From an optimization exercise on the open Yosys and OpenROAD flow, aimed at small area, a short achievable clock period and few clock cycles; shortcuts taken in it are not production practice.
The RTL was checked by simulation tests, not by an equivalence proof against the original design.
Power and IR drop assume default switching activity.

==> flow/design.v <==
`default_nettype none
package kmp_pkg;
    localparam int MAX_PATTERN   = 16;
    localparam int IDX_BITS      = $clog2(MAX_PATTERN);
    localparam int LEN_BITS      = IDX_BITS + 1;
    localparam int POSITION_BITS = 16;
    localparam int MATCH_BITS    = 16;
    localparam int CFG_BITS      = 64;
    localparam int PAT_BITS      = 8 * MAX_PATTERN;
    typedef logic [7:0]          t_byte;
    typedef logic [IDX_BITS-1:0] t_idx;
    typedef logic [LEN_BITS-1:0] t_len;    
    typedef logic [PAT_BITS-1:0] t_pattern;
    typedef enum logic [1:0] {
        CFG_PAT_LOW  = 2'd0,
        CFG_PAT_HIGH = 2'd1,
        CFG_PAT_LEN  = 2'd2
    } t_cfg_idx;
    typedef struct packed {
        logic busy;    
        logic clear;   
    } t_ctrl;
    function automatic t_byte pat_byte(input t_pattern pat, input t_idx k);
        pat_byte = pat[8*k +: 8];
    endfunction
endpackage
`default_nettype wire
`default_nettype none
module kmp_substring_search
(
    input  wire                 i_clk,
    input  wire                 i_rst_n,
    input  wire                 i_cfg_we,
    input  wire [1:0]           i_cfg_index,
    input  wire [63:0]          i_cfg_data,
    input  wire                 i_text_valid,
    input  wire [7:0]           i_text_byte,
    input  wire                 i_text_is_final,
    output wire                 o_text_ready,
    output wire                 o_result_valid,
    output wire                 o_result_found,
    output wire [15:0]          o_result_index,
    input  wire                 i_result_ready
);
    logic [63:0] r_pat_lo;
    logic [63:0] r_pat_hi;
    logic        r_lo_ok;      
    logic        r_hi_ok;      
    logic [4:0]  r_nn;         
    logic        r_clear_d;    
    logic        cfg_hit;
    logic [4:0]  cfg_len;
    logic [4:0]  cfg_nn;
    assign cfg_hit = i_cfg_we && (i_cfg_index != 2'd3);
    assign cfg_len = (i_cfg_data[4] && |i_cfg_data[3:0]) ? 5'd16 : i_cfg_data[4:0];
    always_comb begin
        logic lower;
        lower = 1'b0;
        for (int i = 0; i < 5; i++) begin
            cfg_nn[i] = cfg_len[i] ^ lower;
            lower     = lower | cfg_len[i];
        end
    end
    always_ff @(posedge i_clk) begin
        if (i_cfg_we && i_cfg_index == 2'd0) r_pat_lo <= i_cfg_data;
        if (i_cfg_we && i_cfg_index == 2'd1) r_pat_hi <= i_cfg_data;
    end
    always_ff @(posedge i_clk) begin
        if (!i_rst_n) begin
            r_lo_ok   <= 1'b0;
            r_hi_ok   <= 1'b0;
            r_nn      <= '0;
            r_clear_d <= 1'b0;
        end else begin
            r_clear_d <= cfg_hit;
            if (i_cfg_we && i_cfg_index == 2'd0) r_lo_ok <= 1'b1;
            if (i_cfg_we && i_cfg_index == 2'd1) r_hi_ok <= 1'b1;
            if (i_cfg_we && i_cfg_index == 2'd2) r_nn <= cfg_nn;
        end
    end
    logic [15:0] m_last;
    logic [15:0] m_prev;
    logic        n_zero;
    logic        n_le1;
    always_comb begin
        for (int k = 0; k < 16; k++) begin
            m_last[k] = (r_nn == 5'(32 - (k + 1)));
            m_prev[k] = (r_nn == 5'(32 - (k + 2)));
        end
    end
    assign n_zero = (r_nn == 5'd0);
    assign n_le1  = (r_nn == 5'd0) || (r_nn == 5'd31);
    logic [15:0] q_start;
    logic        q_at_sat;
    always_comb begin
        logic lower;
        lower = 1'b1;
        for (int i = 0; i < 5; i++) begin
            q_start[i] = !n_zero && (r_nn[i] ^ lower);
            lower      = lower & r_nn[i];
        end
    end
    assign q_start[15:5] = {11{!n_le1}};
    logic        r_rdy;
    logic        r_frz;
    logic        r_v1, r_f1;
    logic [7:0]  r_b1;
    logic [15:0] r_d;
    logic        r_v2, r_f2, r_h2;
    logic        r_ans;
    logic [15:0] r_q;
    logic        r_out_valid;
    logic        r_out_found;
    logic [15:0] r_out_index;
    logic [15:0] eq;
    logic        zb;
    logic [15:0] dn;
    logic        hit1;
    assign zb = (r_b1 == 8'd0);
    always_comb begin
        for (int k = 0; k < 8; k++) begin
            eq[k]     = r_lo_ok ? (r_b1 == r_pat_lo[8*k +: 8]) : zb;
            eq[k + 8] = r_hi_ok ? (r_b1 == r_pat_hi[8*k +: 8]) : zb;
        end
    end
    assign dn   = {r_d[14:0], 1'b1} & eq;
    assign hit1 = n_zero || |(dn & m_last);
    logic decide2;
    logic issue;
    logic ans_n;
    assign decide2 = r_v2 && !r_ans && (r_h2 || r_f2);
    assign issue   = !r_frz && decide2;
    assign ans_n   = (!r_frz && r_v2) ? (!r_f2 && (r_ans || r_h2)) : r_ans;
    logic cm1;
    logic maybe_n;
    logic out_valid_n;
    assign cm1         = n_le1 || |(r_d & m_prev);
    assign maybe_n     = r_frz ? decide2 : (r_v1 && !ans_n && (r_f1 || cm1));
    assign out_valid_n = issue || (r_out_valid && !i_result_ready);
    logic [15:0] q_inc;
    logic [15:0] q_carry;
    assign q_at_sat = (&r_q[15:5]) && (r_q[4:0] == r_nn);
    assign q_carry[0] = !q_at_sat;
    for (genvar i = 1; i < 16; i++) begin : g_carry
        assign q_carry[i] = !q_at_sat && (&r_q[i-1:0]);
    end
    assign q_inc = r_q ^ q_carry;
    always_ff @(posedge i_clk) begin
        if (!i_rst_n) begin
            r_rdy       <= 1'b0;
            r_frz       <= 1'b0;
            r_v1        <= 1'b0;
            r_v2        <= 1'b0;
            r_d         <= '0;
            r_ans       <= 1'b0;
            r_out_valid <= 1'b0;
        end else if (cfg_hit) begin
            r_rdy       <= 1'b1;
            r_frz       <= 1'b0;
            r_v1        <= 1'b0;
            r_v2        <= 1'b0;
            r_d         <= '0;
            r_ans       <= 1'b0;
            r_out_valid <= out_valid_n;
        end else begin
            r_frz       <= out_valid_n && maybe_n;
            r_rdy       <= !(out_valid_n && maybe_n);
            r_out_valid <= out_valid_n;
            if (!r_frz) begin
                r_v1 <= i_text_valid && r_rdy;
                r_v2 <= r_v1;
                if (r_v1) r_d <= r_f1 ? 16'd0 : dn;
            end
            r_ans <= ans_n;
        end
    end
    always_ff @(posedge i_clk) begin
        if (!i_rst_n) begin
            r_q <= '0;
        end else if (r_clear_d) begin
            r_q <= q_start;
        end else if (!r_frz && r_v2) begin
            r_q <= r_f2 ? q_start : q_inc;
        end
    end
    always_ff @(posedge i_clk) begin
        if (!r_frz) begin
            r_b1 <= i_text_byte;
            r_f1 <= i_text_is_final;
            r_h2 <= hit1;
            r_f2 <= r_f1;
        end
        if (issue) begin
            r_out_found <= r_h2;
            r_out_index <= r_h2 ? r_q : 16'd0;
        end
    end
    assign o_text_ready   = r_rdy;
    assign o_result_valid = r_out_valid;
    assign o_result_found = r_out_found;
    assign o_result_index = r_out_index;
endmodule
`default_nettype wire
export LEC_CHECK = 0
export CAP_MARGIN = 20
export CORE_MARGIN = 2
export CORE_UTILIZATION = 35
export PLACE_DENSITY = 0.55
export SETUP_SLACK_MARGIN = 3.45
export SLEW_MARGIN = 20
create_clock -name core_clock -period 5.5 [get_ports {i_clk}]
standard.sh (not shown) runs the stock make flow with config.mk's settings and CLKGATE_MAP_FILE= SYNTH_SCRIPT=/design/flow/synth_recipe.tcl, a recipe that flattens the netlist after the stock synthesis.
==> flow/flow/run.sh <==
#!/bin/bash
set -euo pipefail
bash standard.sh \
  "BUFFER_PORTS_ARGS=-buffer_cell sky130_fd_sc_hd__buf_1" \
  "CTS_ARGS=-sink_clustering_enable -repair_clock_nets -dont_use_dummy_load -root_buf sky130_fd_sc_hd__clkbuf_16 -buf_list sky130_fd_sc_hd__clkbuf_8 -sink_clustering_size 15 -sink_clustering_max_diameter 80" \
  finish > standard_flow.log 2>&1
The first run completed with no timing, DRC or antenna violations.
Testbench counts at the start, summed over its fixed seeds: cycles 19,925.
Edit:
==> flow/flow/run.sh (replaced) <==
#!/bin/bash
set -euo pipefail
bash standard.sh \
  "BUFFER_PORTS_ARGS=-buffer_cell sky130_fd_sc_hd__buf_1" \
  "CTS_ARGS=-sink_clustering_enable -repair_clock_nets -dont_use_dummy_load -root_buf sky130_fd_sc_hd__clkbuf_16 -buf_list sky130_fd_sc_hd__clkbuf_16 -sink_clustering_size 15 -sink_clustering_max_diameter 80" \
  finish > standard_flow.log 2>&1
CORE_UTILIZATION = 50   (was 35)
PLACE_DENSITY = 0.65   (was 0.55)
What happened:
- The new run went through all stages and came out clean
- setup slack gets better by 0.026 ns
- power increases by roughly a tenth
- sequential share of layout area decreases by 1.2 points
- sequential power stays flat
- via count rises by a few percent
Edit:
==> flow/flow/run.sh (replaced) <==
#!/bin/bash
set -euo pipefail
bash standard.sh \
  "BUFFER_PORTS_ARGS=-buffer_cell sky130_fd_sc_hd__buf_1" \
  "CTS_ARGS=-sink_clustering_enable -repair_clock_nets -dont_use_dummy_load -root_buf sky130_fd_sc_hd__clkbuf_16 -buf_list sky130_fd_sc_hd__clkbuf_8 -sink_clustering_size 15 -sink_clustering_max_diameter 80" \
  finish > standard_flow.log 2>&1
CORE_UTILIZATION = 40   (was 50)
=> The new run passed the timing, DRC and antenna checks; register-to-register slack got worse by 0.03 ns; worst setup slack got worse by 0.026 ns; synthesized area is unchanged; first-iteration DRC count went up by 7.1%; die area went up by 24%; global-route usage went down by 4.2 points; routed wire length stays flat.
Edit:
==> flow/run.sh (new file) <==
#!/bin/bash
# synth_recipe.tcl (not shown) runs the flow's synth.tcl, then flattens the netlist and writes it again
# the make line also repeats each setting of config.mk as NAME=value (left out here)
make -C /OpenROAD-flow-scripts/flow DESIGN_CONFIG=/design/flow/config.mk WORK_HOME=/design/flow/orfs CLKGATE_MAP_FILE= SYNTH_SCRIPT=/design/flow/synth_recipe.tcl finish
CORE_UTILIZATION = 60   (was 40)
PLACE_DENSITY = 0.75   (was 0.65)
SETUP_SLACK_MARGIN = 3.6   (was 3.45)
removed: flow/flow/run.sh
removed: flow/standard.sh
After rerunning: Cell area increases by roughly a tenth. Critical path depth goes up by 1. Cell count shrinks by a few percent. Fmax decreases by a little under a tenth.

[separate check: timing with driven ports]
How much do the figures lean on ideal ports? The routed layouts below were timed once more, with nothing changed but the port constraints.
Step 1 (the two cells are an assumption about what drives the block):
set clk [get_ports {i_clk}]
set_driving_cell -lib_cell sky130_fd_sc_hd__clkbuf_16 $clk
set_driving_cell -lib_cell sky130_fd_sc_hd__buf_2 [delete_from_list [all_inputs] $clk]
Step 2 adds t to the input delays and takes it off the output delays; t is the mean of the earliest and latest rising clock arrival at the registers after step 1. Input paths then give back, and output paths get back, about the clock's delay inside the block.
Slacks: no drivers / after step 1 / after step 2; pairs: no drivers / after step 1.
run	shift t [ns]	setup slack, ns	worst setup path after step 2	worst data-port slew with drivers (ns)	cell pins on the clock port's net
the first run	0.502	3.414 / 3.366 / 2.981	input to register	0.04	1
the second run	0.510	3.440 / 3.396 / 2.982	input to register	0.04	1
the third run	0.495	3.414 / 3.408 / 2.975	input to register	0.05	1
the fourth run	0.542	3.246 / 3.246 / 3.111	input to register	0.06	1
After both steps setup and hold are still met in every run listed. The setup slack of the second run, which loses most, moves by -0.044 ns with the drivers and by -0.458 ns with both steps.
